From an optimization exercise on the open Yosys and OpenROAD flow, aimed at small area; shortcuts taken in it are not production practice.
In this exercise RTL edits were held to simulation tests only and were not proved equivalent to the original.
Power is estimated from default activity; no workload was simulated.

File: config.mk
export PLATFORM = sky130hd
export DESIGN_NAME = btb_predictor
export DESIGN_NICKNAME = btb_predictor
export VERILOG_FILES = /design/flow/design.v
export SDC_FILE = /design/flow/constraint.sdc
export NUM_CORES = 4
export LEC_CHECK = 0
export CAP_MARGIN = 20
export CORE_MARGIN = 2
export CORE_UTILIZATION = 40
export SLEW_MARGIN = 20
export SYNTH_HIERARCHICAL = 1
export SYNTH_MINIMUM_KEEP_SIZE = 0
File: constraint.sdc
create_clock -name core_clock -period 8.0 [get_ports {i_clk}]
set_input_delay 1.6000 -clock core_clock [delete_from_list [all_inputs] [get_ports {i_clk}]]
set_output_delay 1.6000 -clock core_clock [all_outputs]
set_load 0.01 [all_outputs]
File: design.v
module btb_predictor #(
   parameter int unsigned ENTRIES  = 32,
   parameter int unsigned ADDR_W   = 32,
   parameter logic [1:0]  CNT_INIT = 2'b01
) (
   input  logic              i_clk,
   input  logic              i_rst_n,
   input  logic [ADDR_W-1:0] i_pcF,
   output logic              o_pred_taken,
   output logic [ADDR_W-1:0] o_pred_target,
   input  logic              i_upd_vld,
   input  logic [ADDR_W-1:0] i_upd_pc,
   input  logic              i_upd_is_jmp,
   input  logic              i_upd_taken,
   input  logic [ADDR_W-1:0] i_upd_target,
   input  logic              i_upd_mispred,
   input  logic              i_flush_all,
   output logic [31:0]       o_perf_lookups,
   output logic [31:0]       o_perf_hits,
   output logic [31:0]       o_perf_mispred
);
   localparam int unsigned IDX_W = $clog2(ENTRIES);
   localparam int unsigned TAG_W = ADDR_W - IDX_W - 2;
   logic [ENTRIES-1:0]             valid_q;
   logic [ENTRIES-1:0][TAG_W-1:0]  tag_q;
   logic [ENTRIES-1:0][ADDR_W-1:0] target_q;
   logic [ENTRIES-1:0][1:0]        cnt_q;
   logic [IDX_W-1:0]   fetch_idx;
   logic [TAG_W-1:0]   fetch_tag;
   logic [IDX_W-1:0]   upd_idx;
   logic [TAG_W-1:0]   upd_tag;
   logic [ENTRIES-1:0] fsel;
   logic [ENTRIES-1:0] usel;
   assign fetch_idx = i_pcF[IDX_W+1:2];
   assign fetch_tag = i_pcF[ADDR_W-1:IDX_W+2];
   assign upd_idx   = i_upd_pc[IDX_W+1:2];
   assign upd_tag   = i_upd_pc[ADDR_W-1:IDX_W+2];
   always_comb begin
      for (int i = 0; i < ENTRIES; i++) begin
         fsel[i] = (fetch_idx == IDX_W'(i));
         usel[i] = (upd_idx == IDX_W'(i));
      end
   end
   localparam int unsigned FW = 2 + TAG_W + ADDR_W;    
   localparam int unsigned UW = 3 + TAG_W;             
   logic [ENTRIES-1:0][FW-1:0] f_row;
   logic [ENTRIES-1:0][UW-1:0] u_row;
   logic [FW-1:0] f_rd;
   logic [UW-1:0] u_rd;
   always_comb begin
      for (int i = 0; i < ENTRIES; i++) begin
         f_row[i] = {valid_q[i], cnt_q[i][1], tag_q[i], target_q[i]};
         u_row[i] = {valid_q[i], cnt_q[i], tag_q[i]};
      end
   end
   btb_predictor_rd #(.N(ENTRIES), .W(FW)) u_frd (.sel(fsel), .rows(f_row), .y(f_rd));
   btb_predictor_rd #(.N(ENTRIES), .W(UW)) u_urd (.sel(usel), .rows(u_row), .y(u_rd));
   logic              f_valid;
   logic              f_cnt1;
   logic [TAG_W-1:0]  f_tag;
   logic [ADDR_W-1:0] f_target;
   logic              fetch_hit;
   logic              u_valid;
   logic [1:0]        u_cnt;
   logic [TAG_W-1:0]  u_tag;
   logic              upd_hit;
   always_comb begin
      {f_valid, f_cnt1, f_tag, f_target} = f_rd;
      {u_valid, u_cnt, u_tag} = u_rd;
      fetch_hit     = f_valid && (f_tag == fetch_tag);
      o_pred_taken  = fetch_hit && f_cnt1;
      o_pred_target = {ADDR_W{o_pred_taken}} & f_target;
      upd_hit       = u_valid && (u_tag == upd_tag);
   end
   logic       wr_entry;    
   logic       wr_target;   
   logic       alloc;
   logic [1:0] new_cnt;
   always_comb begin
      alloc     = i_upd_vld && !upd_hit && i_upd_taken;
      wr_entry  = i_upd_vld && (upd_hit || i_upd_taken);
      wr_target = i_upd_vld && (i_upd_taken || (upd_hit && i_upd_is_jmp));
      if (i_upd_is_jmp)       new_cnt = 2'b11;
      else if (!upd_hit)      new_cnt = 2'b10;
      else if (i_upd_taken)   new_cnt = (u_cnt == 2'b11) ? 2'b11 : u_cnt + 2'b01;
      else                    new_cnt = (u_cnt == 2'b00) ? 2'b00 : u_cnt - 2'b01;
   end
   always_ff @(posedge i_clk or negedge i_rst_n) begin
      if (!i_rst_n) begin
         valid_q <= '0;
      end else if (i_flush_all) begin
         valid_q <= '0;
      end else if (alloc) begin
         valid_q <= valid_q | usel;
      end
   end
   logic [ENTRIES-1:0][TAG_W+1:0]  e_d;
   logic [ENTRIES-1:0][ADDR_W-1:0] t_d;
   for (genvar i = 0; i < ENTRIES; i++) begin : g_row
      logic we_e, we_t;
      assign we_e = wr_entry & usel[i];
      assign we_t = wr_target & usel[i];
      btb_predictor_hold #(.W(TAG_W+2)) u_he (
         .we(we_e), .we_n(~we_e), .d({upd_tag, new_cnt}), .q({tag_q[i], cnt_q[i]}), .y(e_d[i]));
      btb_predictor_hold #(.W(ADDR_W)) u_ht (
         .we(we_t), .we_n(~we_t), .d(i_upd_target), .q(target_q[i]), .y(t_d[i]));
   end
   always_ff @(posedge i_clk) begin
      for (int i = 0; i < ENTRIES; i++) begin
         {tag_q[i], cnt_q[i]} <= e_d[i];
         target_q[i]          <= t_d[i];
      end
   end
   logic [31:0] perf_lookups_q;
   logic [31:0] perf_hits_q;
   logic [31:0] perf_mispred_q;
   always_ff @(posedge i_clk or negedge i_rst_n) begin
      if (!i_rst_n) begin
         perf_lookups_q <= '0;
         perf_hits_q    <= '0;
         perf_mispred_q <= '0;
      end else begin
         perf_lookups_q <= perf_lookups_q + 32'd1;
         perf_hits_q    <= perf_hits_q + {31'd0, fetch_hit};
         perf_mispred_q <= perf_mispred_q + {31'd0, i_upd_vld & i_upd_mispred};
      end
   end
   assign o_perf_lookups = perf_lookups_q;
   assign o_perf_hits    = perf_hits_q;
   assign o_perf_mispred = perf_mispred_q;
endmodule
module btb_predictor_hold #(
   parameter int unsigned W = 1
) (
   input  logic         we,
   input  logic         we_n,
   input  logic [W-1:0] d,
   input  logic [W-1:0] q,
   output logic [W-1:0] y
);
   assign y = ({W{we}} & d) | ({W{we_n}} & q);
endmodule
module btb_predictor_rd #(
   parameter int unsigned N = 32,
   parameter int unsigned W = 1
) (
   input  logic [N-1:0]        sel,
   input  logic [N-1:0][W-1:0] rows,
   output logic [W-1:0]        y
);
   localparam int unsigned G = N / 3;
   for (genvar b = 0; b < W; b++) begin : g_bit
      logic [G:0] t_n;
      for (genvar g = 0; g < G; g++) begin : g_grp
         btb_predictor_aoi222 u_aoi (
            .a0(sel[3*g]), .b0(rows[3*g][b]), .a1(sel[3*g+1]), .b1(rows[3*g+1][b]),
            .a2(sel[3*g+2]), .b2(rows[3*g+2][b]), .y(t_n[g]));
      end
      if (N % 3 == 2) begin : g_tail2
         btb_predictor_aoi22 u_aoi (
            .a0(sel[N-2]), .b0(rows[N-2][b]), .a1(sel[N-1]), .b1(rows[N-1][b]), .y(t_n[G]));
      end else if (N % 3 == 1) begin : g_tail1
         assign t_n[G] = ~(sel[N-1] & rows[N-1][b]);
      end else begin : g_tail0
         assign t_n[G] = 1'b1;
      end
      assign y[b] = ~&t_n;
   end
endmodule
module btb_predictor_aoi222 (
   input  logic a0, b0, a1, b1, a2, b2,
   output logic y
);
   assign y = ~((a0 & b0) | (a1 & b1) | (a2 & b2));
endmodule
module btb_predictor_aoi22 (
   input  logic a0, b0, a1, b1,
   output logic y
);
   assign y = ~((a0 & b0) | (a1 & b1));
endmodule
File: run.sh
#!/bin/bash
# synth_recipe.tcl (not shown) runs the flow's synth.tcl, then flattens the netlist and writes it again
# the make line also repeats each setting of config.mk as NAME=value (left out here)
make -C /OpenROAD-flow-scripts/flow DESIGN_CONFIG=/design/flow/config.mk WORK_HOME=/design/flow/orfs CLKGATE_MAP_FILE= SYNTH_SCRIPT=/design/flow/synth_recipe.tcl finish
==> results of run 1 <==
## per-module statistics from Yosys, one instance, submodules excluded, a selection
module / cells inside / times used / flops+latches / area, µm²
btb_predictor_aoi22: 1 / 87 / 0 / 12.5
btb_predictor_aoi222: 1 / 870 / 0 / 10.0
btb_predictor: 2770 / 1 / 2016 / 45400
## critical path: cells and delay by family
kind | cells | cell delay, ns
AO/OA/AOI/OAI | 1 | 0.46
XOR/XNOR | 1 | 0.18
buffers and inverters | 6 | 1.61
AND/OR/NAND/NOR | 8 | 2.48
## sequential cells by signal (all words and copies together) (netlist names)
register        flops
cnt_q              64
perf_hits_q        32
valid_q            32
target_q         1024
perf_lookups_q     32
tag_q             800
perf_mispred_q     32
## Yosys cell counts, types with 2 or more instances
master,instances
maj3_1,2
dfrtp_1,128
a22o_1,1600
buf_12,3
nand3b_1,3
or2_2,2
a21oi_1,2
ha_1,5
and4_1,7
nor2_1,98
a22oi_2,87
inv_1,74
nor2b_1,3
nor4_1,13
and3_1,10
dfxtp_1,1888
o22ai_1,32
xor2_1,56
nand2_1,109
clkbuf_1,30
nand2b_1,16
o21ai_0,32
nor3_1,16
xnor2_1,77
a222oi_1,870
a21oi_2,30
or3_1,93
and2_1,38
a22o_2,288
buf_2,3
nand4_1,206
and3b_1,2
a31o_2,2
nor3b_1,2
nand3_1,125
buf_6,385
o2111ai_1,2
## power by group through the flow
stage                     registers, µW  logic [µW]  clock network, µW
final                             12300        2260              10000
after global routing              12400        2380              10500
after CTS                         12200        2210              10100
after detailed placement          12400        2180                  0
after global placement            12400        2110                  0
after floorplan                   12200        1390                  0
## what timing repair did
item | 4_1_cts | 5_1_grt
gates resized for setup | 15 | 22
pin swaps | 22 | 9
hold endpoints to repair | 0 | 0
buffers inserted | 4 | 7
hold buffers | 0 | 0
gates cloned | 7 | 0
endpoints found under the setup margin | 33 | 33
## per-layer routing
metal	track usage	vias to the layer above	share of wire
met5	0	-	0.00017
met4	0.192	8	0.066
met3	0.0893	1027	0.13
met2	0.451	5611	0.42
met1	0.407	34246	0.38
li1	-	28174	-
## worst max path at each step
stage	start	end	slack, ns	depth (start not counted)
4_1_cts	i_pcF[4]	o_pred_target[1]	0.02	16
2_1_floorplan	i_pcF[4]	o_pred_target[22]	0.45	11
6_report	i_pcF[5]	o_pred_target[9]	0.02	16
5_1_grt	i_pcF[5]	o_pred_target[11]	0.02	16
3_5_place_dp	i_pcF[5]	o_pred_target[1]	-0.54	15
3_3_place_gp	i_pcF[3]	o_pred_target[4]	-0.44	15
## cell families (layout without fill, tap and decap cells)
kind of cell	after synthesis	in the layout	synth area share
buffers and inverters	496	1109	0.0612
adders and majority gates	7	7	0.00105
DFF	2016	2016	0.523
other	0	18	0
AOI/OAI and AO/OA	2947	2947	0.349
xor gates and xnor gates	133	133	0.0148
and+or+nand+nor	748	755	0.0514
## final cells by class
class,count,share of cell area
tap,2624,0.0354
clock buffer,300,0.0645
antenna,18,0.000486
timing repair buffer,658,0.0783
inverter,74,0.00300
sequential,2016,0.442
multi-input combinational,3842,0.364
clock inverter,77,0.0114
## stage by stage
step                TNS, ns   util  instances
floorplan                 0      -       6347
finish                    0  0.475       9609
global placement     -14.06  0.437       9195
CTS                       0  0.474       9583
detailed placement   -16.84  0.437       9195
global route              0  0.475       9600
==> flow_summary.yaml, run 1 <==
global_route:
  grt_max_degree: 72
  grt-ovfl-total: 0
  antenna_found_initial: 21
  grt_pass1_wl_um: 466000
  grt.total_usage: 0.311
  grt_pass1_vias: 66644
power_and_ir_drop:
  power.switching_uw: 6230
  p_clk_frac: 0.408
  finalPower_uw: 24600
  power.internal_uw: 18400
  p_per_area_nw_per_um2: 265
  p_comb_frac: 0.092
  seqPwrFrac: 0.500
  p_leak_uw: 0.0367
  ir_worst_vdd_v: 0.000221
  swShare: 0.253
worst_setup_path:
  cp.arrival_ns: 6.38
  rr_worst_depth: 15
  cp.required_ns: 6.40
  max_stage_delay_ns: 0.53
  crit_top_cell: "buf_12"
  critPathKind: "in -> out"
  path_cells: "clkdlybuf4s15_1 > or3_1 > buf_12 > nor2_4 > buf_12 > a222oi_1 > nand4_1 > or3_1 > xor2_1 > nor4_2 > nand3_2 > nor4_4 > buf_4 > buf_12 > and2_1 > clkdlybuf4s50_1"
  crit_fanout: 25
  cp_slowest_cell: "clkdlybuf4s50_1"
  regToRegSetupSlack_ns: 3.33
  r2r-end: "perf_hits_q[14]"
  r2r-start: "tag_q[23]"
  endpoint_kind: "output port"
  startpoint_type: "input port"
drt:
  viasPerCell: 7.19
  vias: 69066
  ant_nets: 0
  drc: 0
  drt_iter0_drc: 12853
  wl_per_cell_um: 34.0
  drt-total-wl_um: 326000
  firstDrtPassIters: 14
clock_network:
  clk_pin_slew_worst_paths_ns: 0.06
  cts_sinks: 2016
  clock_latency_ns: 0.90
  cts_tree: "done"
  cts_root_buffer: "clkbuf_16"
  htree_levels: 4
  cts-buffers-inserted: 208
  ctsLongestPathBuffers: 3
cells_and_area:
  final_common_cell: "dfxtp_1"
  drive_gt1_frac: 0.186
  area_growth_pct: 18.1
  multi_input_area_um2: 33800
  final_area_um2: 92700
  regArea_um2: 41000
  num-fill-cells: 17357
  nNetsFinal: 6908
  final_cell_mix: "1888 x dfxtp_1, 1600 x a22o_1, 870 x a222oi_1, 294 x buf_4, 288 x a22o_2"
sta:
  fmax_mhz: 125
  period_minus_slack_ns: 7.98
  hold-worst-slack_ns: 0.468
  finalCritPeriodShare: 0.997
  slew_viol_final: 0
  max_slew_margin: 0.175
  skew_ns: 0.0678
  setup_viol: 0
  hold_violations: 0
  rsz0062_at_grt: "no"
  fin_ws_ns: 0.0237
  worstMarginPinSlew_ns: 1.23
yosys:
  syn_area_per_cell_um2: 12.4
  synth_cell_types: 45
  synth_top_area_share: 0.482
  ys_seq_area_frac: 0.523
  synthCells: 6347
  synth_edf_count: 0
  yosys_warnings: 7
  yosysTopAreaCell: "dfxtp_1"
  synth.area.top_cells: "dfxtp_1 48%, a22o_1 18%, a222oi_1 11%, buf_6 5.5%, dfrtp_1 4.1%"
  syn_nets: 6455
  synth_ff_type: "dfxtp_1"
  synth_async_sr_flop_share: 0.0635
  ys_seq_elements: 2016
  syn_area_um2: 78500
die:
  coreArea_um2: 195000
  die_x_um: 447
  dieArea_um2: 200000
  start_util: 0.402
  rows: 162
  die_h_um: 447
  io_pins: 232
placed_design:
  pre_cts_ws_ns: -0.539
  portBuffers: 227
  placed_cell_area_um2: 85300
  place_hpwl_um: 192000
  gp_congestion: 0.933
run:
  drv_cap: 0
hold_path:
  hold_depth: 1
  whs_endpoint: "target_q[915]"
  hold_start: "target_q[915]"
  hold_class: "reg -> reg"
outcome:
  status: "complete, no violations"
==> inputs of run 2 (changes only) <==
==> flow/run.sh (new file) <==
#!/bin/bash
# Standard ORFS layout (standard.sh, unchanged synthesis) with these changes:
#  - input/output port buffers use buf_1 instead of the default pick;
#  - clock tree synthesis with clkbuf_8 only, clusters of up to 16 sinks
#    within 50 um, and no dummy loads;
#  - power recovery (downsizing of non-critical cells) after global routing.
# Make's output goes to flow_make.log in the work folder; ORFS keeps each
# step's log under orfs/logs/.
set -euo pipefail
CTS="-sink_clustering_enable -repair_clock_nets -dont_use_dummy_load"
CTS="$CTS -buf_list {sky130_fd_sc_hd__clkbuf_8}"
CTS="$CTS -sink_clustering_size 16 -sink_clustering_max_diameter 50"
bash standard.sh finish \
  "BUFFER_PORTS_ARGS=-buffer_cell sky130_fd_sc_hd__buf_1" \
  "RECOVER_POWER=100" "CTS_ARGS=$CTS" > flow_make.log 2>&1
test -f out/final.def
==> standard.sh (new file) <==
#!/bin/bash
# synth_recipe.tcl (not shown) runs the flow's synth.tcl, then flattens the netlist and writes it again
# the make line also repeats each setting of config.mk as NAME=value (left out here)
make -C /OpenROAD-flow-scripts/flow DESIGN_CONFIG=/design/flow/config.mk WORK_HOME=/design/flow/orfs CLKGATE_MAP_FILE= SYNTH_SCRIPT=/design/flow/synth_recipe.tcl "${@:-finish}"
--- a/config.mk
+++ b/config.mk
@@ -8,5 +8,9 @@
 export CAP_MARGIN = 20
 export CORE_MARGIN = 2
-export CORE_UTILIZATION = 40
+export CORE_UTILIZATION = 50
+export CTS_BUF_LIST = sky130_fd_sc_hd__clkbuf_8
+export CTS_CLUSTER_DIAMETER = 50
+export CTS_CLUSTER_SIZE = 16
+export SETUP_SLACK_MARGIN = 0.3
 export SLEW_MARGIN = 20
 export SYNTH_HIERARCHICAL = 1
removed: run.sh
==> run 2 against run 1 <==
  * Now fails the layout checks on capacitance limit, slew limit
  * Combinational power shrank 5%
  * Global-route usage grew 6.0 points
  * Worst hold slack gained 0.0045 ns
  * Total power shrank 19%
  * Final area shrank 9.9%
  * Critical path depth is the same
  * Core utilization grew 6.0 points
  * Via count shrank 3.1%
  * Sequential power is essentially flat
  * First-iteration DRC count grew 6.1%
  * Synthesized cell count is the same
  * Register-to-register slack lost 1.2 ns
==> flow_summary.yaml, run 2 <==
power_and_ir_drop:
  power.switching_uw: 5290
  p_leak_uw: 0.0330
  p_clk_frac: 0.272
  power.internal_uw: 14500
  seqPwrFrac: 0.620
  swShare: 0.267
  ir_worst_vdd_v: 0.000187
  p_per_area_nw_per_um2: 237
  finalPower_uw: 19800
  p_comb_frac: 0.108
worst_setup_path:
  startpoint_type: "input port"
  cp.required_ns: 6.40
  r2r-start: "tag_q[98]"
  rr_worst_depth: 10
  startpoint: "i_pcF[6]"
  regToRegSetupSlack_ns: 2.09
  r2r-end: "tag_q[429]"
  endpoint_kind: "output port"
  cp.arrival_ns: 6.08
  crit_fanout: 21
  critPathKind: "in -> out"
hold_path:
  whs_endpoint: "target_q[410]"
  hold_depth: 1
  hold_start: "target_q[410]"
  hold_class: "reg -> reg"
yosys:
  synth_async_sr_flop_share: 0.0635
  muxShareOfSynthArea: 0
  synth_cell_types: 45
  synth_ff_type: "dfxtp_1"
  synth_common_cells: "1888 x dfxtp_1, 1600 x a22o_1, 870 x a222oi_1"
  syn_area_per_cell_um2: 12.4
  synth.area.top_cells: "dfxtp_1 48%, a22o_1 18%, a222oi_1 11%, buf_6 5.5%, dfrtp_1 4.1%"
  syn_nets: 6455
  ys_seq_elements: 2016
  yosysTopAreaCell: "dfxtp_1"
  synth-compound-area-share: 0.349
  synthSimpleGateAreaFrac: 0.0514
  synth-adder-area-share: 0.00105
  syn_area_um2: 78500
  synth_edf_count: 0
  yosysMostFrequentCell: "dfxtp_1"
  synth_xor_area_frac: 0.0148
  yosys_warnings: 7
  synthCells: 6347
  synth_top_family_by_area: "compound AO/OA/AOI/OAI gates"
  ys_seq_area_frac: 0.523
  synth_top_area_share: 0.482
drt:
  viasPerCell: 7.65
  drt_iter0_drc: 13643
  drc: 0
  ant_nets: 0
  firstDrtPassIters: 13
  wl_per_cell_um: 35.8
  drt-total-wl_um: 313000
  vias: 66948
global_route:
  grt_pass1_wl_um: 442000
  antenna_found_initial: 23
  grt_max_degree: 70
  grt-ovfl-total: 0
  grt_pass1_vias: 62888
  grt.total_usage: 0.372
clock_network:
  clock_latency_ns: 1.02
  cts-buffers-inserted: 182
  cts_root_buffer: "clkbuf_8"
  cts_sinks: 2016
  clk_pin_slew_worst_paths_ns: 0.05
  cts_hold_buf: 0
  ctsLongestPathBuffers: 3
  cts_tree: "done"
  htree_levels: 4
cells_and_area:
  largest_reg_flops: 1024
  drive_gt1_frac: 0.157
  final_common_cell: "dfxtp_1"
  top_register: "target_q"
  area_growth_pct: 6.41
  final_cell_mix: "1888 x dfxtp_1, 1600 x a22o_1, 870 x a222oi_1, 288 x a22o_2, 232 x buf_4"
  nNetsFinal: 6788
  final_area_um2: 83500
outcome:
  status: "finished with violations"
  so_faults: "capacitance limit, slew limit"
placed_design:
  portBuffers: 227
  pre_cts_ws_ns: -0.133
  place_hpwl_um: 185000
  gp_congestion: 0.961
  placed_cell_area_um2: 81800
sta:
  max_slew_margin: -1.66
  setup_viol: 0
  slew_viol_final: 503
  fin_tns_setup_ns: 0
  hold_violations: 0
  rsz0062_at_grt: "no"
  hold-worst-slack_ns: 0.472
  skew_ns: 0.122
  fin_ws_ns: 0.317
  worstMarginPinSlew_ns: 3.99
  period_minus_slack_ns: 7.68
  fmax_mhz: 130
  finalCritPeriodShare: 0.960
die:
  io_pins: 232
  coreArea_um2: 156000
  start_util: 0.503
  die_h_um: 400
  dieArea_um2: 160000
  rows: 145
  die_x_um: 400
run:
  drv_cap: 16
[run 2: cell count changes in the layout (fill, tap and decap cells not counted), sizes merged, moves of 12 or more]
cell | before | now
bufinv | 18 | 0
clkbuf | 300 | 312
clkinv | 48 | 0
clkdlybuf4s50 | 206 | 0
dlymetal6s2s | 16 | 0
[run 2: per-layer routing]
metal,up-vias,global-route usage,wire (µm)
li1,27681,-,-
met1,33176,0.496,122000
met2,5121,0.534,130000
met3,952,0.0926,39100
met4,18,0.239,22000
met5,-,0,115
[run 2: worst max-delay path: stages]
cell and delay, ns:
buf_1 0.19, nand2b_1 0.14, buf_4 0.28, nor2_4 0.07, buf_4 0.28, a222oi_1 0.46, nand4_1 0.37, or3_1 0.52
xor2_1 0.17, nor4_2 0.38, nand3_1 0.38, nor4_4 0.42, buf_6 0.30, buf_12 0.18, and2_1 0.13, buf_1 0.17
[run 2: modules after synthesis (local to each module, per instance), a selection]
| module | area (µm²) | times used | flops+latches | cells inside |
|---|---|---|---|---|
| btb_predictor | 45400 | 1 | 2016 | 2770 |
| btb_predictor_aoi22 | 12.5 | 87 | 0 | 1 |
| btb_predictor_aoi222 | 10.0 | 870 | 0 | 1 |
[run 2: worst max-delay path by stage]
stage	to	cells past startpoint
global placement	o_pred_target[9]	14
CTS	o_pred_target[9]	15
global route	tag_q[373]	17
floorplan	o_pred_target[22]	11
detailed placement	o_pred_target[9]	14
finish	o_pred_target[9]	16
[run 2: area by class of cell]
class / count / area, µm²
Fill cell: 13664 / 72500
Sequential cell: 2016 / 41000
Multi-Input combinational cell: 3836 / 33300
Timing Repair Buffer: 570 / 3760
Tap cell: 2058 / 2570
Clock buffer: 182 / 2500
Inverter: 74 / 278
Antenna cell: 14 / 35.0
[run 2: cell families (layout without fill, tap and decap cells)]
group / after synthesis / after routing
buf+inv: 496 / 826
flops: 2016 / 2016
compound gates: 2947 / 2947
fa+ha+maj: 7 / 7
other cells: 0 / 14
xor+xnor: 133 / 133
simple gates: 748 / 749
[run 2: stage by stage]
step                utilization  cells
floorplan                     -   6347
global placement          0.524   8546
detailed placement        0.524   8547
CTS                       0.541   8732
global route              0.535   8745
finish                    0.535   8750
[run 2: power by group through the flow]
stage | clock (µW) | sequential (µW) | combinational (µW)
floorplan | 0 | 12200 | 1390
global placement | 0 | 12400 | 2020
detailed placement | 0 | 12400 | 2090
CTS | 5420 | 12200 | 2100
global route | 5780 | 12400 | 2270
finish | 5380 | 12300 | 2150
[run 2: repair_timing]
action | in CTS | in global routing
setup endpoints to repair | 33 | 32
resized for setup | 7 | 7
pin swaps | 1 | 1
cloned | 1 | 0
buffers inserted | 2 | 1
==> inputs of run 3 (changes only) <==
--- a/flow/run.sh
+++ b/flow/run.sh
@@ -3,6 +3,5 @@
 #  - input/output port buffers use buf_1 instead of the default pick;
 #  - clock tree synthesis with clkbuf_8 only, clusters of up to 16 sinks
-#    within 50 um, and no dummy loads;
-#  - power recovery (downsizing of non-critical cells) after global routing.
+#    within 50 um, and no dummy loads.
 # Make's output goes to flow_make.log in the work folder; ORFS keeps each
 # step's log under orfs/logs/.
@@ -13,4 +12,4 @@
 bash standard.sh finish \
   "BUFFER_PORTS_ARGS=-buffer_cell sky130_fd_sc_hd__buf_1" \
-  "RECOVER_POWER=100" "CTS_ARGS=$CTS" > flow_make.log 2>&1
+  "CTS_ARGS=$CTS" > flow_make.log 2>&1
 test -f out/final.def
==> run 3 against run 2 <==
  * The run now finishes clean
  * Area after synthesis is the same
  * Global-route usage is the same
  * First-iteration DRC count decreased by 1.3%
  * Total power hardly changed
  * Clock skew rose by 0.0011 ns
  * Routed wire length fell by 0.26%
  * Sequential share of layout area shrank 0.60 points
  * Combinational power about the same
  * Worst hold slack worse by 0.0029 ns
  * Fmax fell by 0.40%
  * Final area grew 1.2%
  * Critical endpoint unchanged
  * Largest cell class unchanged
==> flow_summary.yaml, run 3 <==
clock_network:
  cts_hold_buf: 0
  ctsLongestPathBuffers: 3
  cts_tree: "done"
  cts_root_buffer: "clkbuf_8"
  cts_sinks: 2016
  htree_levels: 4
  clock_latency_ns: 1.02
  cts-buffers-inserted: 182
  clk_pin_slew_worst_paths_ns: 0.05
outcome:
  status: "complete, no violations"
cells_and_area:
  largest_reg_flops: 1024
  area_growth_pct: 7.72
  nNetsFinal: 6788
  top_register: "target_q"
  num-fill-cells: 13526
  final_cell_mix: "1888 x dfxtp_1, 1600 x a22o_1, 870 x a222oi_1, 288 x a22o_2, 274 x buf_4"
  drive_gt1_frac: 0.166
  regArea_um2: 41000
  final_common_cell: "dfxtp_1"
  multi_input_area_um2: 33700
die:
  die_h_um: 400
  io_pins: 232
  die_x_um: 400
  dieArea_um2: 160000
  start_util: 0.503
  rows: 145
  coreArea_um2: 156000
drt:
  wl_per_cell_um: 35.7
  drc: 0
  viasPerCell: 7.65
  vias: 66922
  drt-total-wl_um: 312000
  firstDrtPassIters: 9
  drt_iter0_drc: 13466
  ant_nets: 0
yosys:
  syn_nets: 6455
  synth_async_sr_flop_share: 0.0635
  synth_edf_count: 0
  synth.area.top_cells: "dfxtp_1 48%, a22o_1 18%, a222oi_1 11%, buf_6 5.5%, dfrtp_1 4.1%"
  synth_ff_type: "dfxtp_1"
  syn_area_um2: 78500
  ys_seq_area_frac: 0.523
  synthCells: 6347
  yosysTopAreaCell: "dfxtp_1"
  yosysMostFrequentCell: "dfxtp_1"
  synth_common_cells: "1888 x dfxtp_1, 1600 x a22o_1, 870 x a222oi_1"
  yosys_warnings: 7
  synth_top_area_share: 0.482
  synth_cell_types: 45
  ys_seq_elements: 2016
  syn_area_per_cell_um2: 12.4
sta:
  hold_violations: 0
  skew_ns: 0.123
  fin_ws_ns: 0.286
  fmax_mhz: 130
  hold-worst-slack_ns: 0.469
  max_slew_margin: 0.188
  period_minus_slack_ns: 7.71
  finalCritPeriodShare: 0.964
  rsz0062_at_grt: "no"
  slew_viol_final: 0
  worstMarginPinSlew_ns: 1.21
  setup_viol: 0
placed_design:
  portBuffers: 227
  gp_congestion: 0.961
  place_hpwl_um: 185000
  pre_cts_ws_ns: -0.133
global_route:
  grt.total_usage: 0.372
  grt_pass1_wl_um: 442000
  grt_max_degree: 70
  grt_pass1_vias: 62888
  antenna_found_initial: 23
  grt-ovfl-total: 0
worst_setup_path:
  max_stage_delay_ns: 0.52
  path_cells: "buf_1 > nand2b_1 > buf_4 > nor2_4 > buf_4 > a222oi_1 > nand4_1 > or3_1 > xor2_1 > nor4_2 > nand3_1 > nor4_4 > buf_6 > buf_12 > and2_1 > buf_1"
  critPathKind: "in -> out"
  cp.required_ns: 6.40
  crit_fanout: 21
  cp_slowest_cell: "or3_1"
  critical_path_depth: 16
  cp_num_buf_inv: 6
  endpoint_kind: "output port"
  cp.arrival_ns: 6.11
  startpoint_type: "input port"
  rr_worst_depth: 11
  crit_family: "simple AND/OR/NAND/NOR gates"
hold_path:
  hold_depth: 1
  hold_class: "reg -> reg"
power_and_ir_drop:
  ir_worst_vdd_v: 0.000193
  p_leak_uw: 0.0332
  p_per_area_nw_per_um2: 234
run:
  drv_cap: 0
-- run 3: cell counts after synthesis --
No cell type changed its count.
-- run 3: kinds of logic after synthesis --
| family | count (synthesis) | synth area share |
|---|---|---|
| and+or+nand+nor | 748 | 0.0514 |
| AOI/OAI and AO/OA | 2947 | 0.349 |
| DFF | 2016 | 0.523 |
| buffers and inverters | 496 | 0.0612 |
| xor gates and xnor gates | 133 | 0.0148 |
| adders and majority gates | 7 | 0.00105 |
-- run 3: final cells by class --
type                            count  share of cell area
Antenna cell                       17            0.000503
Clock buffer                      182              0.0296
Inverter                           74             0.00329
Multi-Input combinational cell   3836               0.399
Sequential cell                  2016               0.485
Tap cell                         2058              0.0305
Timing Repair Buffer              570              0.0518
-- run 3: repair_timing --
item	4_1_cts	5_1_grt
cloned	1	0
buffers inserted	2	1
resized for setup	7	7
pin swaps	1	1
setup endpoints to repair	33	32
-- run 3: worst reg2reg max path: cells and delay by family (launching register included) --
kind / cells / cell delay, ns
flops: 1 / 0.34
buf+inv: 2 / 0.71
simple gates: 5 / 2.11
compound gates: 3 / 1.18
xor+xnor: 1 / 0.49
-- run 3: per-stage QoR --
stage / TNS (ns) / utilization / total power (µW) / cell area [µm²] / instances
floorplan: 0 / - / 13600 / 78500 / 6347
global placement: -2.28 / 0.524 / 14400 / 81700 / 8546
detailed placement: -2.41 / 0.524 / 14500 / 81800 / 8547
CTS: 0 / 0.541 / 19700 / 84300 / 8732
global route: 0 / 0.542 / 20500 / 84500 / 8745
finish: 0 / 0.542 / 19800 / 84500 / 8753
-- run 3: worst paths after layout --
check                               from  slack, ns            endpoint
min                        target_q[442]       0.47       target_q[442]
max reg2reg                   tag_q[161]       3.04           cnt_q[56]
max in group asynchronous        i_rst_n       5.51  perf_mispred_q[29]
min reg2reg                target_q[442]       0.47       target_q[442]
max                             i_pcF[6]       0.29    o_pred_target[9]
min in group asynchronous        i_rst_n       0.81   perf_lookups_q[0]
-- run 3: where the power goes --
group	internal (µW)	switching [µW]	leakage (µW)	total (µW)
Clock	2020	3360	0.00131	5380
Sequential	11400	890	0.0173	12300
Combinational	1110	1050	0.0146	2160
Total	14500	5290	0.0332	19800
-- run 3: layer usage --
layer / track usage / vias up / share of wire / wire (µm)
met5: 0 / - / 0.00030 / 95
met4: 0.239 / 16 / 0.069 / 21600
met3: 0.0926 / 934 / 0.13 / 39200
met2: 0.534 / 5189 / 0.42 / 131000
met1: 0.496 / 33108 / 0.39 / 121000
li1: - / 27675 / - / -
-- run 3: per-module statistics from Yosys (local to each module, per instance), excerpt --
module	cell area, µm²	cells
btb_predictor	45400	2770
btb_predictor_aoi22	12.5	1
btb_predictor_aoi222	10.0	1
==> inputs of run 4 (changes only) <==
==> flow/run.sh (replaced) <==
#!/bin/bash
# Standard ORFS layout (standard.sh, unchanged synthesis) with these changes:
#  - input/output port buffers use buf_1 instead of the default pick;
#  - clock tree synthesis with clkbuf_4 only, clusters of up to 10 sinks
#    within 40 um, and no dummy loads.
# Make's output goes to flow_make.log in the work folder; ORFS keeps each
# step's log under orfs/logs/.
set -euo pipefail
CTS="-sink_clustering_enable -repair_clock_nets -dont_use_dummy_load"
CTS="$CTS -buf_list {sky130_fd_sc_hd__clkbuf_4}"
CTS="$CTS -sink_clustering_size 10 -sink_clustering_max_diameter 40"
bash standard.sh finish \
  "BUFFER_PORTS_ARGS=-buffer_cell sky130_fd_sc_hd__buf_1" \
  "CTS_ARGS=$CTS" > flow_make.log 2>&1
test -f out/final.def
--- a/config.mk
+++ b/config.mk
@@ -9,7 +9,7 @@
 export CORE_MARGIN = 2
 export CORE_UTILIZATION = 50
-export CTS_BUF_LIST = sky130_fd_sc_hd__clkbuf_8
-export CTS_CLUSTER_DIAMETER = 50
-export CTS_CLUSTER_SIZE = 16
+export CTS_BUF_LIST = sky130_fd_sc_hd__clkbuf_4
+export CTS_CLUSTER_DIAMETER = 40
+export CTS_CLUSTER_SIZE = 10
 export SETUP_SLACK_MARGIN = 0.3
 export SLEW_MARGIN = 20
==> run 4 against run 3 <==
  * Die area unchanged
  * Via count rose by 1.2%
  * Synthesized cell count is the same
  * Critical path depth unchanged
  * Clock power decreased by 3%
  * Worst hold slack got worse by 0.030 ns
  * Combinational power is essentially flat
  * Critical endpoint unchanged
  * Largest cell class unchanged
==> flow_summary.yaml, run 4 <==
clock_network:
  htree_levels: 5
  cts-buffers-inserted: 303
  clk_pin_slew_worst_paths_ns: 0.10
  clock_latency_ns: 1.39
  cts_root_buffer: "clkbuf_4"
  ctsLongestPathBuffers: 4
  cts_tree: "done"
  cts_sinks: 2016
yosys:
  syn_nets: 6455
  synth-adder-area-share: 0.00105
  synth_top_area_share: 0.482
  yosysTopAreaCell: "dfxtp_1"
  synth_cell_types: 45
  ys_seq_area_frac: 0.523
  ys_seq_elements: 2016
  synth_top_family_by_area: "compound AO/OA/AOI/OAI gates"
  syn_area_per_cell_um2: 12.4
  synth_xor_area_frac: 0.0148
  synth_common_cells: "1888 x dfxtp_1, 1600 x a22o_1, 870 x a222oi_1"
  synth_async_sr_flop_share: 0.0635
  yosysMostFrequentCell: "dfxtp_1"
  syn_area_um2: 78500
  synth_ff_type: "dfxtp_1"
  synth.area.top_cells: "dfxtp_1 48%, a22o_1 18%, a222oi_1 11%, buf_6 5.5%, dfrtp_1 4.1%"
  yosys_warnings: 7
  synthCells: 6347
  synth_edf_count: 0
  synth-compound-area-share: 0.349
  muxShareOfSynthArea: 0
  synthSimpleGateAreaFrac: 0.0514
sta:
  slew_viol_final: 0
  max_slew_margin: 0.219
  worstMarginPinSlew_ns: 1.17
  rsz0062_at_grt: "no"
  fmax_mhz: 130
  skew_ns: 0.119
  setup_viol: 0
  fin_ws_ns: 0.279
  period_minus_slack_ns: 7.72
  finalCritPeriodShare: 0.965
  hold_violations: 0
placed_design:
  gp_congestion: 0.961
  dp.cells: 8547
  portBuffers: 227
  place_hpwl_um: 185000
  pre_cts_ws_ns: -0.133
  placed_cell_area_um2: 81800
drt:
  drc: 0
  ant_nets: 0
  firstDrtPassIters: 13
  viasPerCell: 7.62
  drt-total-wl_um: 315000
  vias: 67703
  drt_iter0_drc: 13435
  wl_per_cell_um: 35.4
outcome:
  status: "complete, no violations"
power_and_ir_drop:
  p_per_area_nw_per_um2: 233
  ir_worst_vdd_v: 0.000163
  p_leak_uw: 0.0333
global_route:
  grt_max_degree: 70
  grt.total_usage: 0.374
  grt_pass1_wl_um: 445000
  grt_pass1_vias: 63576
  antenna_found_initial: 32
  grt-ovfl-total: 0
cells_and_area:
  nNetsFinal: 6913
  final_common_cell: "dfxtp_1"
  final_cell_mix: "1888 x dfxtp_1, 1600 x a22o_1, 870 x a222oi_1, 304 x clkbuf_4, 288 x a22o_2"
  num-fill-cells: 13669
  drive_gt1_frac: 0.181
  top_register: "target_q"
  stdcell_count: 8887
  final_area_um2: 84300
  largest_reg_flops: 1024
  area_growth_pct: 7.48
  utilization: 0.540
worst_setup_path:
  crit_fanout: 21
  cp.required_ns: 6.40
  critPathKind: "in -> out"
  cp_num_buf_inv: 6
  max_stage_delay_ns: 0.51
  startpoint_type: "input port"
  endpoint_kind: "output port"
  crit_family: "simple AND/OR/NAND/NOR gates"
  cp_slowest_cell: "or3_1"
  cp.arrival_ns: 6.12
  path_cells: "buf_1 > nand2b_1 > buf_4 > nor2_4 > buf_4 > a222oi_1 > nand4_1 > or3_1 > xor2_1 > nor4_2 > nand3_1 > nor4_4 > buf_6 > buf_12 > and2_1 > buf_1"
die:
  rows: 145
  dieArea_um2: 160000
  start_util: 0.503
  die_x_um: 400
  die_h_um: 400
  io_pins: 232
  coreArea_um2: 156000
run:
  drv_cap: 0
hold_path:
  hold_class: "in -> async"
==> run 4: what timing repair did <==
item / in CTS / in global routing
endpoints found under the setup margin: 33 / 33
buffers inserted: 2 / 4
endpoints found under the hold margin: 0 / 0
cloned: 1 / 1
gates resized for setup: 7 / 5
hold buffers: 0 / 0
pin swaps: 1 / 3
==> run 4: final timing paths <==
check / start / slack (ns) / endpoint / cells after the start
max in group asynchronous: i_rst_n / 5.89 / perf_mispred_q[29] / 2
hold reg to reg: target_q[427] / 0.47 / target_q[427] / 1
setup / recovery: i_pcF[6] / 0.28 / o_pred_target[9] / 16
min in group core_clock: target_q[427] / 0.47 / target_q[427] / 1
setup reg to reg: tag_q[19] / 2.95 / perf_hits_q[24] / 14
hold / removal: i_rst_n / 0.44 / perf_lookups_q[10] / 1
==> run 4: cell families (layout without fill, tap and decap cells) <==
| family | Yosys count | count (layout) |
|---|---|---|
| compound gates | 2947 | 2947 |
| flops | 2016 | 2016 |
| simple gates | 748 | 750 |
| buf+inv | 496 | 950 |
| xor+xnor | 133 | 133 |
| fa+ha+maj | 7 | 7 |
| other cells | 0 | 26 |
==> run 4: final cells by class <==
type / count / area, µm² / area share
multi-input combinational: 3837 / 33700 / 0.400
timing repair buffer: 573 / 4400 / 0.0522
inverter: 74 / 278 / 0.00329
sequential: 2016 / 41000 / 0.486
tap: 2058 / 2570 / 0.0305
clock buffer: 303 / 2270 / 0.0270
antenna: 26 / 65.1 / 0.000772
==> run 4: stage by stage <==
step	TNS, ns	hold WS, ns	total power (µW)
2_1_floorplan	0	0.438	13600
5_1_grt	0	0.403	20400
3_5_place_dp	-2.41	0.452	14500
3_3_place_gp	-2.28	0.450	14400
6_report	0	0.439	19700
4_1_cts	0	0.357	19600
==> run 4: report_power, final <==
part / internal [µW] / switching (µW)
Combinational: 1110 / 1050
Sequential: 11400 / 889
Clock: 1750 / 3500
==> run 4: layer usage <==
layer  vias up  share of wire  global-route usage
li1      28052              -                   -
met1     33261           0.38               0.497
met2      5319           0.42               0.538
met3      1047           0.13              0.0919
met4        24          0.071               0.245
met5         -        0.00049            0.000908
==> run 4: modules after synthesis (local to each module, per instance), a selection <==
module | area (µm²) | cells | copies in the design
btb_predictor | 45400 | 2770 | 1
btb_predictor_aoi222 | 10.0 | 1 | 870
btb_predictor_aoi22 | 12.5 | 1 | 87
==> run 4: worst register-to-register path, cell delays in order (launching register included) <==
cell,delay [ns]
dfxtp_1,0.35
a222oi_1,0.43
nand4_1,0.39
or3_1,0.62
xor2_1,0.23
nor4_4,0.46
nand2_1,0.25
nor3_1,0.58
buf_4,0.25
ha_1,0.21
ha_1,0.20
nand3_1,0.16
nor2_1,0.47
nand4_1,0.18
xnor2_1,0.15
==> inputs of run 5 (changes only) <==
--- a/design.v
+++ b/design.v
@@ -139,5 +139,16 @@
    output logic [W-1:0] y
 );
-   assign y = ({W{we}} & d) | ({W{we_n}} & q);
+   for (genvar b = 0; b < W; b++) begin : g_bit
+      btb_predictor_hold1 u_h (.we(we), .we_n(we_n), .d(d[b]), .q(q[b]), .y(y[b]));
+   end
+endmodule
+module btb_predictor_hold1 (
+   input  logic we,
+   input  logic we_n,
+   input  logic d,
+   input  logic q,
+   output logic y
+);
+   assign y = (we & d) | (we_n & q);
 endmodule
 module btb_predictor_rd #(
@@ -151,5 +162,6 @@
    localparam int unsigned G = N / 3;
    for (genvar b = 0; b < W; b++) begin : g_bit
-      logic [G:0] t_n;
+      logic [G-1:0] t_n;
+      logic         tail;
       for (genvar g = 0; g < G; g++) begin : g_grp
          btb_predictor_aoi222 u_aoi (
@@ -158,12 +170,12 @@
       end
       if (N % 3 == 2) begin : g_tail2
-         btb_predictor_aoi22 u_aoi (
-            .a0(sel[N-2]), .b0(rows[N-2][b]), .a1(sel[N-1]), .b1(rows[N-1][b]), .y(t_n[G]));
+         btb_predictor_ao22 u_ao (
+            .a0(sel[N-2]), .b0(rows[N-2][b]), .a1(sel[N-1]), .b1(rows[N-1][b]), .y(tail));
       end else if (N % 3 == 1) begin : g_tail1
-         assign t_n[G] = ~(sel[N-1] & rows[N-1][b]);
+         assign tail = sel[N-1] & rows[N-1][b];
       end else begin : g_tail0
-         assign t_n[G] = 1'b1;
+         assign tail = 1'b0;
       end
-      assign y[b] = ~&t_n;
+      assign y[b] = ~&t_n | tail;
    end
 endmodule
@@ -174,8 +186,8 @@
    assign y = ~((a0 & b0) | (a1 & b1) | (a2 & b2));
 endmodule
-module btb_predictor_aoi22 (
+module btb_predictor_ao22 (
    input  logic a0, b0, a1, b1,
    output logic y
 );
-   assign y = ~((a0 & b0) | (a1 & b1));
+   assign y = (a0 & b0) | (a1 & b1);
 endmodule
==> flow/run.sh (replaced) <==
#!/bin/bash
# Standard ORFS layout (standard.sh, unchanged synthesis) with these changes:
#  - input/output port buffers use buf_1 instead of the default pick;
#  - clock tree synthesis with clkbuf_8 only, clusters of up to 16 sinks
#    within 50 um, and no dummy loads.
# Make's output goes to flow_make.log in the work folder; ORFS keeps each
# step's log under orfs/logs/.
set -euo pipefail
CTS="-sink_clustering_enable -repair_clock_nets -dont_use_dummy_load"
CTS="$CTS -buf_list {sky130_fd_sc_hd__clkbuf_8}"
CTS="$CTS -sink_clustering_size 16 -sink_clustering_max_diameter 50"
bash standard.sh finish \
  "BUFFER_PORTS_ARGS=-buffer_cell sky130_fd_sc_hd__buf_1" \
  "CTS_ARGS=$CTS" > flow_make.log 2>&1
test -f out/final.def
--- a/config.mk
+++ b/config.mk
@@ -9,7 +9,7 @@
 export CORE_MARGIN = 2
 export CORE_UTILIZATION = 50
-export CTS_BUF_LIST = sky130_fd_sc_hd__clkbuf_4
-export CTS_CLUSTER_DIAMETER = 40
-export CTS_CLUSTER_SIZE = 10
+export CTS_BUF_LIST = sky130_fd_sc_hd__clkbuf_8
+export CTS_CLUSTER_DIAMETER = 50
+export CTS_CLUSTER_SIZE = 16
 export SETUP_SLACK_MARGIN = 0.3
 export SLEW_MARGIN = 20
==> run 5 against run 4 <==
  * Still clean on timing, DRC and antenna
  * Worst setup slack lost 0.12 ns
  * Worst hold slack gained 0.027 ns
  * Final area is essentially flat
  * Global-route usage grew 2.9 points
  * Largest power group unchanged
  * Highest routed layer unchanged
==> flow_summary.yaml, run 5 <==
sta:
  max_slew_margin: 0.204
  fin_tns_setup_ns: 0
  setup_viol: 0
  finalCritPeriodShare: 0.980
  rsz0062_at_grt: "no"
  slew_viol_final: 0
  skew_ns: 0.0770
  fmax_mhz: 128
  hold-worst-slack_ns: 0.466
  hold_violations: 0
  worstMarginPinSlew_ns: 1.19
  period_minus_slack_ns: 7.84
clock_network:
  ctsLongestPathBuffers: 3
  cts_hold_buf: 0
  cts_tree: "done"
  cts_sinks: 2016
  clk_pin_slew_worst_paths_ns: 0.06
  cts_root_buffer: "clkbuf_8"
  clock_latency_ns: 0.96
  cts-buffers-inserted: 179
  htree_levels: 4
yosys:
  synth.area.top_cells: "dfxtp_1 51%, a22o_1 23%, a222oi_1 12%, dfrtp_1 4.3%, nand4_1 1.0%"
  ys_seq_elements: 2016
  synth_edf_count: 0
  synth_async_sr_flop_share: 0.0635
  yosysTopAreaCell: "dfxtp_1"
  syn_area_um2: 73700
  yosysMostFrequentCell: "a22o_1"
  yosys_warnings: 7
  synth_common_cells: "1975 x a22o_1, 1888 x dfxtp_1, 870 x a222oi_1"
  syn_nets: 6071
  ys_seq_area_frac: 0.557
  synth_top_area_share: 0.513
  synthCells: 5963
  syn_area_per_cell_um2: 12.4
  synth_cell_types: 44
  synth_ff_type: "dfxtp_1"
cells_and_area:
  nNetsFinal: 6819
  largest_reg_flops: 1024
  final_cell_mix: "1975 x a22o_1, 1888 x dfxtp_1, 870 x a222oi_1, 291 x buf_4, 179 x clkbuf_8"
  top_register: "target_q"
  area_growth_pct: 14.5
  final_common_cell: "a22o_1"
  num-fill-cells: 12238
  drive_gt1_frac: 0.113
die:
  io_pins: 232
  die_x_um: 388
  rows: 140
  dieArea_um2: 150000
  coreArea_um2: 146000
  die_h_um: 388
  start_util: 0.505
worst_setup_path:
  cp.required_ns: 6.40
  path_cells: "buf_1 > nand2b_1 > buf_6 > nor2_4 > buf_12 > buf_4 > buf_4 > a222oi_1 > nand4_1 > or3_1 > xor2_1 > nor4_1 > nand3_1 > nor4_4 > buf_4 > and2_1 > buf_1"
  crit_top_cell: "buf_4"
  crit_family: "simple AND/OR/NAND/NOR gates"
  cp_slowest_cell: "nand4_1"
  crit_fanout: 8
  critPathKind: "in -> out"
  endpoint_kind: "output port"
  cp_num_buf_inv: 7
  cp.arrival_ns: 6.24
  startpoint_type: "input port"
  max_stage_delay_ns: 0.66
power_and_ir_drop:
  power.switching_uw: 5270
  seqPwrFrac: 0.621
  p_comb_frac: 0.108
  finalPower_uw: 19700
  ir_worst_vdd_v: 0.000153
  p_per_area_nw_per_um2: 234
  swShare: 0.267
  p_clk_frac: 0.270
  p_leak_uw: 0.0334
  power.internal_uw: 14500
outcome:
  status: "complete, no violations"
placed_design:
  portBuffers: 227
  gp_congestion: 0.952
  place_hpwl_um: 188000
drt:
  drc: 0
  wl_per_cell_um: 36.9
  drt-total-wl_um: 319000
  vias: 67608
  firstDrtPassIters: 13
  viasPerCell: 7.82
  ant_nets: 0
  drt_iter0_drc: 13048
global_route:
  antenna_found_initial: 31
  grt_pass1_vias: 64207
  grt-ovfl-total: 0
  grt_max_degree: 60
  grt_util_met2: 0.580
  busiest_layer: "met2"
  grt_use_met1: 0.531
  grt.total_usage: 0.403
  grt_pass1_wl_um: 452000
  use_met3: 0.159
run:
  drv_cap: 0
hold_path:
  hold_class: "reg -> reg"
-- run 5: cell types whose count changed after synthesis --
cell	previous run	this run
a22o_1	1600	1975
a22o_2	288	0
nand3b_1	3	5
nand3_1	125	123
nand4_1	206	121
buf_6	385	1
nand4b_1	0	85
a22oi_2	87	0
-- run 5: kinds of logic (layout without fill, tap and decap cells) --
kind of cell	count (synthesis)	after routing	synth area share
AOI/OAI and AO/OA	2947	2947	0.362
DFF	2016	2016	0.557
and+or+nand+nor	748	748	0.0577
xor gates and xnor gates	133	133	0.0158
buffers and inverters	112	858	0.00652
adders and majority gates	7	7	0.00112
other	0	18	0
-- run 5: per-stage QoR --
| stage | util | cells | area, µm² | worst slack [ns] |
|---|---|---|---|---|
| 2_1_floorplan | - | 5963 | 73700 | 0.436 |
| 3_3_place_gp | 0.559 | 8431 | 81500 | 0.173 |
| 3_5_place_dp | 0.559 | 8431 | 81500 | 0.142 |
| 4_1_cts | 0.576 | 8616 | 84100 | 0.311 |
| 5_1_grt | 0.578 | 8630 | 84300 | 0.337 |
| 6_report | 0.578 | 8644 | 84300 | 0.164 |
-- run 5: per-layer routing --
metal | share of wire | vias up
met1 | 0.38 | 33593
met5 | 0.00067 | -
li1 | - | 27742
met4 | 0.047 | 30
met3 | 0.15 | 1042
met2 | 0.42 | 5201
-- run 5: final timing paths --
| kind | start | end | slack (ns) | cells past startpoint |
|---|---|---|---|---|
| setup / recovery | i_pcF[6] | o_pred_target[26] | 0.16 | 17 |
| hold / removal | perf_hits_q[31] | perf_hits_q[31] | 0.47 | 1 |
| setup reg to reg | tag_q[245] | perf_hits_q[24] | 2.79 | 15 |
| hold reg to reg | perf_hits_q[31] | perf_hits_q[31] | 0.47 | 1 |
| max in group asynchronous | i_rst_n | valid_q[29] | 5.59 | 3 |
| min in group asynchronous | i_rst_n | perf_hits_q[11] | 0.73 | 1 |
-- run 5: Yosys stat by module (local to each module, per instance), a selection --
module | cell area [µm²] | flops+latches | cells | times used
btb_predictor | 45400 | 2016 | 2770 | 1
btb_predictor_ao22 | 8.76 | 0 | 1 | 87
btb_predictor_aoi222 | 10.0 | 0 | 1 | 870
btb_predictor_hold1 | 8.76 | 0 | 1 | 1888
-- run 5: what timing repair did --
action | in CTS | in global routing
buffers inserted | 6 | 5
pin swaps | 2 | 5
hold endpoints to repair | 0 | 0
gates resized for setup | 7 | 10
setup endpoints to repair | 33 | 33
-- run 5: power groups by stage --
stage          clock [µW]  sequential, µW  combinational (µW)
6_report             5330           12200                2140
5_1_grt              5720           12400                2270
4_1_cts              5380           12200                2060
3_5_place_dp            0           12400                2050
3_3_place_gp            0           12400                1990
2_1_floorplan           0           12200                1330
-- run 5: cell type report --
class,count,area (µm²),share of cell area
Clock buffer,179,2460,0.0292
Tap cell,1917,2400,0.0284
Antenna cell,18,45.0,0.000534
Sequential cell,2016,41000,0.486
Multi-Input combinational cell,3835,33300,0.395
Inverter,74,278,0.00329
Timing Repair Buffer,605,4860,0.0576
==> inputs of run 6 (changes only) <==
--- a/config.mk
+++ b/config.mk
@@ -12,4 +12,5 @@
 export CTS_CLUSTER_DIAMETER = 50
 export CTS_CLUSTER_SIZE = 16
+export PLACE_DENSITY = 0.7
 export SETUP_SLACK_MARGIN = 0.3
 export SLEW_MARGIN = 20
==> run 6 against run 5 <==
  * Via count grew 0.31%
  * Final area shrank 1.0%
  * Final cell count shrank 0.80%
  * Clock-buffer cell count shrank 8
  * Sequential share of layout area grew 0.50 points
  * Clock power shrank 3%
  * Non-clock buffer count shrank 59
  * Largest power group unchanged
==> flow_summary.yaml, run 6 <==
yosys:
  yosys_warnings: 7
  yosysTopAreaCell: "dfxtp_1"
  syn_area_per_cell_um2: 12.4
  synth_edf_count: 0
  synth_async_sr_flop_share: 0.0635
  synth.area.top_cells: "dfxtp_1 51%, a22o_1 23%, a222oi_1 12%, dfrtp_1 4.3%, nand4_1 1.0%"
  synth_common_cells: "1975 x a22o_1, 1888 x dfxtp_1, 870 x a222oi_1"
  ys_seq_elements: 2016
  ys_seq_area_frac: 0.557
  synth_ff_type: "dfxtp_1"
  syn_area_um2: 73700
  synthCells: 5963
  syn_nets: 6071
  synth_top_area_share: 0.513
  synth_cell_types: 44
  yosysMostFrequentCell: "a22o_1"
clock_network:
  cts_hold_buf: 0
  htree_levels: 4
  cts_sinks: 2016
  cts-buffers-inserted: 171
  clock_latency_ns: 1.00
  cts_root_buffer: "clkbuf_8"
  ctsLongestPathBuffers: 3
  clk_pin_slew_worst_paths_ns: 0.04
  cts_tree: "done"
cells_and_area:
  num-fill-cells: 12034
  largest_reg_flops: 1024
  area_growth_pct: 13.3
  top_register: "target_q"
  drive_gt1_frac: 0.103
  final_common_cell: "a22o_1"
  nNetsFinal: 6752
  final_cell_mix: "1975 x a22o_1, 1888 x dfxtp_1, 870 x a222oi_1, 254 x buf_4, 187 x buf_1"
sta:
  finalCritPeriodShare: 0.973
  skew_ns: 0.126
  max_slew_margin: 0.190
  slew_viol_final: 0
  fmax_mhz: 128
  worstMarginPinSlew_ns: 1.21
  period_minus_slack_ns: 7.79
  setup_viol: 0
  fin_tns_setup_ns: 0
  rsz0062_at_grt: "no"
  hold_violations: 0
global_route:
  antenna_found_initial: 37
  grt_max_degree: 78
  grt_pass1_vias: 64865
  grt_pass1_wl_um: 436000
  grt-ovfl-total: 0
  grt.total_usage: 0.382
drt:
  wl_per_cell_um: 35.3
  drt_iter0_drc: 14457
  viasPerCell: 7.91
  vias: 67817
  drt-total-wl_um: 303000
  ant_nets: 0
  firstDrtPassIters: 13
  drc: 0
worst_setup_path:
  cp.arrival_ns: 6.19
  cp.required_ns: 6.40
  max_stage_delay_ns: 0.65
  cp_slowest_cell: "nand4_1"
  crit_top_cell: "buf_1"
  crit_fanout: 33
  path_cells: "buf_1 > or2_2 > nor2_4 > a222oi_1 > nand4_1 > or3_4 > xor2_1 > nor4_2 > nand3_1 > nor4_4 > buf_12 > and2_1 > buf_1"
  endpoint_kind: "output port"
  startpoint_type: "input port"
  cp_num_buf_inv: 3
  crit_family: "simple AND/OR/NAND/NOR gates"
  critPathKind: "in -> out"
die:
  rows: 140
  coreArea_um2: 146000
  dieArea_um2: 150000
  start_util: 0.505
  die_h_um: 388
  die_x_um: 388
  io_pins: 232
placed_design:
  place_hpwl_um: 179000
  portBuffers: 227
  gp_congestion: 0.981
power_and_ir_drop:
  p_leak_uw: 0.0330
  finalPower_uw: 19600
  ir_worst_vdd_v: 0.000177
  p_per_area_nw_per_um2: 235
run:
  drv_cap: 0
outcome:
  status: "complete, no violations"
hold_path:
  hold_class: "reg -> reg"
## run 6: worst paths after layout
check                              start                 end  depth (start not counted)  slack [ns]
max reg2reg                    tag_q[92]     perf_hits_q[30]                         14        2.92
max in group asynchronous        i_rst_n  perf_lookups_q[26]                          2        5.74
min                        target_q[905]       target_q[905]                          1        0.47
max                             i_pcF[6]    o_pred_target[9]                         13        0.21
min in group asynchronous        i_rst_n  perf_mispred_q[24]                          1        0.74
min reg2reg                target_q[905]       target_q[905]                          1        0.47
## run 6: worst register-to-register path, cell delays in order (launching register included)
cell and delay [ns]:
dfxtp_1 0.34, a222oi_1 0.52, nand4_1 0.65, or3_4 0.62, xor2_1 0.16, nor4_2 0.46
nand3_1 0.27, nor3_1 0.29, buf_4 0.22, ha_1 0.23, ha_1 0.20, nand3_1 0.16
nor2_1 0.49, nand3_1 0.18, xnor2_1 0.16
## run 6: layout make-up
| type | instances | area [µm²] | area share |
|---|---|---|---|
| diodes | 16 | 40.0 | 0.000480 |
| multi-input cells | 3835 | 33200 | 0.398 |
| well taps | 1917 | 2400 | 0.0287 |
| repair buffers | 546 | 4190 | 0.0502 |
| inverters | 74 | 278 | 0.00333 |
| flip-flops and latches | 2016 | 41000 | 0.491 |
| clock buffers | 171 | 2350 | 0.0282 |
## run 6: metrics by stage
step,hold WS [ns],std cells,worst slack [ns],cell area [µm²],utilization
after global routing,0.482,8565,0.305,83500,0.572
after floorplan,0.438,5963,0.436,73700,-
final,0.470,8575,0.214,83500,0.572
after detailed placement,0.452,8383,0.323,80900,0.554
after global placement,0.450,8376,0.380,80700,0.553
after CTS,0.471,8554,0.300,83300,0.571
## run 6: logic make-up (layout without fill, tap and decap cells)
family,after synthesis,count (layout),synth area share
xor+xnor,133,133,0.0158
simple gates,748,748,0.0577
fa+ha+maj,7,7,0.00112
compound gates,2947,2947,0.362
flops,2016,2016,0.557
buf+inv,112,791,0.00652
other cells,0,16,0
## run 6: repair_timing
| item | CTS | global route |
|---|---|---|
| buffers inserted | 0 | 0 |
| gates resized for setup | 0 | 8 |
| endpoints found under the hold margin | 0 | 0 |
| setup endpoints to repair | 0 | 33 |
## run 6: modules after synthesis (local to each module, per instance), a selection
module	copies in the design	cell area [µm²]
btb_predictor	1	45400
btb_predictor_aoi222	870	10.0
btb_predictor_ao22	87	8.76
btb_predictor_hold1	1888	8.76
## run 6: layer usage
metal | wire length (µm) | GRT usage
met3 | 44900 | 0.124
met2 | 124000 | 0.540
met5 | 279 | 0
met1 | 111000 | 0.490
met4 | 23600 | 0.270
## run 6: power breakdown
group          switching [µW]  internal (µW)
registers                 882          11400
clock network            3290           1900
logic                    1060           1080
total                    5230          14400
==> inputs of run 7 (changes only) <==
--- a/config.mk
+++ b/config.mk
@@ -12,5 +12,5 @@
 export CTS_CLUSTER_DIAMETER = 50
 export CTS_CLUSTER_SIZE = 16
-export PLACE_DENSITY = 0.7
+export PLACE_DENSITY = 0.8
 export SETUP_SLACK_MARGIN = 0.3
 export SLEW_MARGIN = 20
==> run 7 against run 6 <==
  * Worst setup slack improved by 0.016 ns
  * Area after synthesis unchanged
  * Routed wire length decreased by 3.7%
  * Sequential power about the same
  * Critical path depth increased by 1
  * Via count increased by 1.4%
  * Core utilization decreased by 0.20 points
  * Final cell count decreased by 0.27%
  * First-iteration DRC count increased by 5.2%
  * Clock-buffer cell count decreased by 6
  * Synthesized cell count unchanged
==> flow_summary.yaml, run 7 <==
outcome:
  status: "complete, no violations"
yosys:
  synth_async_sr_flop_share: 0.0635
  yosys_warnings: 7
  yosysTopAreaCell: "dfxtp_1"
  synth_ff_type: "dfxtp_1"
  synth_top_area_share: 0.513
  ys_seq_area_frac: 0.557
  syn_area_per_cell_um2: 12.4
  synth.area.top_cells: "dfxtp_1 51%, a22o_1 23%, a222oi_1 12%, dfrtp_1 4.3%, nand4_1 1.0%"
  synth_edf_count: 0
  ys_seq_elements: 2016
  yosysMostFrequentCell: "a22o_1"
  syn_nets: 6071
  synth_cell_types: 44
  syn_area_um2: 73700
  synthCells: 5963
  synth_common_cells: "1975 x a22o_1, 1888 x dfxtp_1, 870 x a222oi_1"
power_and_ir_drop:
  p_per_area_nw_per_um2: 234
  ir_worst_vdd_v: 0.000184
  p_leak_uw: 0.0328
global_route:
  grt_max_degree: 69
  grt.total_usage: 0.364
  antenna_found_initial: 36
  grt_pass1_vias: 65946
  grt-ovfl-total: 0
  grt_pass1_wl_um: 423000
clock_network:
  cts_sinks: 2016
  clock_latency_ns: 1.00
  htree_levels: 4
  ctsLongestPathBuffers: 3
  cts_root_buffer: "clkbuf_8"
  clk_pin_slew_worst_paths_ns: 0.07
  cts-buffers-inserted: 165
  cts_tree: "done"
worst_setup_path:
  cp_num_buf_inv: 4
  crit_fanout: 59
  crit_family: "simple AND/OR/NAND/NOR gates"
  cp.required_ns: 6.40
  critPathKind: "in -> out"
  cp.arrival_ns: 6.17
  path_cells: "buf_1 > or3_4 > nor2_4 > buf_12 > a222oi_1 > nand4_1 > or3_1 > xor2_1 > nor4_1 > nand3_1 > nor4_4 > buf_12 > and2_1 > buf_1"
  cp_slowest_cell: "nand4_1"
  startpoint_type: "input port"
  endpoint_kind: "output port"
  max_stage_delay_ns: 0.60
drt:
  wl_per_cell_um: 34.1
  drt-total-wl_um: 292000
  viasPerCell: 8.04
  vias: 68759
  drt_iter0_drc: 15203
  firstDrtPassIters: 17
  ant_nets: 0
  drc: 0
placed_design:
  gp_congestion: 1.00
  pre_cts_ws_ns: 0.125
  place_hpwl_um: 166000
  portBuffers: 227
sta:
  worstMarginPinSlew_ns: 1.30
  skew_ns: 0.107
  setup_viol: 0
  hold_violations: 0
  fin_tns_setup_ns: 0
  slew_viol_final: 0
  fin_ws_ns: 0.231
  rsz0062_at_grt: "no"
  period_minus_slack_ns: 7.77
  finalCritPeriodShare: 0.971
  fmax_mhz: 129
  max_slew_margin: 0.132
die:
  coreArea_um2: 146000
  dieArea_um2: 150000
  io_pins: 232
  die_h_um: 388
  die_x_um: 388
  rows: 140
  start_util: 0.505
cells_and_area:
  largest_reg_flops: 1024
  area_growth_pct: 12.9
  final_common_cell: "a22o_1"
  top_register: "target_q"
  nNetsFinal: 6722
  drive_gt1_frac: 0.0992
  final_cell_mix: "1975 x a22o_1, 1888 x dfxtp_1, 870 x a222oi_1, 230 x buf_4, 182 x buf_1"
hold_path:
  hold_class: "reg -> reg"
run:
  drv_cap: 0
[run 7: cell types whose count changed in the layout (fill, tap and decap cells not counted), sizes merged]
cell and change:
nor2 +4, buf -33, clkbuf -1, clkinv +2, inv -2, diode +7
[run 7: modules after synthesis (local to each module, per instance), a selection]
module,flip-flops and latches,cells inside
btb_predictor_ao22,0,1
btb_predictor_hold1,0,1
btb_predictor,2016,2770
btb_predictor_aoi222,0,1
[run 7: where the power goes]
group          leakage (µW)  switching, µW  total [µW]  internal (µW)
Combinational        0.0143           1030        2100           1070
Sequential           0.0173            892       12300          11400
Clock               0.00119           3260        5100           1840
[run 7: repair_timing]
item                                    in CTS  in global routing
endpoints found under the setup margin      33                 33
buffers inserted                             2                  0
cloned                                       3                  1
pin swaps                                    4                  2
hold buffers                                 0                  0
gates resized for setup                      4                  9
[run 7: worst paths after layout]
kind	startpoint	to	slack [ns]	depth (start not counted)
setup / recovery	i_pcF[5]	o_pred_target[27]	0.23	14
hold / removal	perf_lookups_q[31]	perf_lookups_q[31]	0.47	1
setup reg to reg	tag_q[24]	perf_hits_q[24]	3.12	14
hold reg to reg	perf_lookups_q[31]	perf_lookups_q[31]	0.47	1
max in group asynchronous	i_rst_n	perf_hits_q[24]	5.77	2
min in group asynchronous	i_rst_n	perf_mispred_q[15]	0.76	1
[run 7: metal layers]
layer | track usage | part of all wire
met4 | 0.271 | 0.082
met5 | 0 | 0.0016
met1 | 0.463 | 0.35
met3 | 0.138 | 0.17
met2 | 0.500 | 0.40
[run 7: cell type report]
cell class                      instances  area (µm²)
Sequential cell                      2016       41000
Inverter                               74         278
Antenna cell                           23        57.6
Multi-Input combinational cell       3839       33300
Fill cell                           11910       62700
Timing Repair Buffer                  518        3920
Clock buffer                          165        2270
Tap cell                             1917        2400
[run 7: kinds of logic after synthesis]
group | count (synthesis) | synth area share
flops | 2016 | 0.557
compound gates | 2947 | 0.362
buf+inv | 112 | 0.00652
fa+ha+maj | 7 | 0.00112
simple gates | 748 | 0.0577
xor+xnor | 133 | 0.0158
[run 7: per-stage QoR]
step,hold WS [ns],instances,total power [µW],area [µm²],util
floorplan,0.438,5963,13500,73700,-
global placement,0.450,8348,14300,80500,0.552
detailed placement,0.452,8349,14400,80500,0.552
CTS,0.472,8519,19300,82800,0.568
global route,0.487,8537,20000,83100,0.570
finish,0.471,8552,19500,83200,0.570

[separate check: timing with driven ports]
In the flow no input, the clock included, has a driving cell. The finished layouts below were timed again as built, in two steps. Step 1: set_driving_cell puts a clkbuf_16 on i_clk and a buf_2 on each other input, an assumption about the parent block. Step 2, shift: input delay + t, output delay - t, t = (earliest + latest rising clock arrival at the registers) / 2. This alone moves slack from input paths to output paths. a / b / c = ideal ports / drivers / drivers and shift; a / b = the first two.
run | t (ns) | slack for setup (ns) | worst hold slack (ns) | slew at the worst register clock pin (ns) | worst data-port slew with drivers (ns)
run 1 | 0.952 | 0.024 / -0.126 / -0.126 | 0.468 / 0.468 / 0.468 | 0.07 / 0.07 | 0.16
run 2 | 1.036 | 0.317 / 0.199 / -0.761 | 0.472 / 0.472 / 0.472 | 0.11 / 0.11 | 0.21
run 3 | 1.040 | 0.286 / 0.173 / 0.173 | 0.469 / 0.469 / 0.469 | 0.11 / 0.11 | 0.22
run 4 | 1.417 | 0.279 / 0.166 / 0.166 | 0.439 / 0.379 / 0.469 | 0.12 / 0.12 | 0.23
run 5 | 1.006 | 0.164 / -0.006 / -0.006 | 0.466 / 0.466 / 0.466 | 0.10 / 0.10 | 0.20
run 6 | 1.021 | 0.214 / -0.013 / -0.013 | 0.470 / 0.470 / 0.470 | 0.11 / 0.11 | 0.26
run 7 | 1.031 | 0.231 / 0.016 / 0.016 | 0.471 / 0.471 / 0.471 | 0.11 / 0.11 | 0.25
For run 2, which loses most, drivers alone change the setup slack by -0.118 ns; drivers and shift together by -1.078 ns.
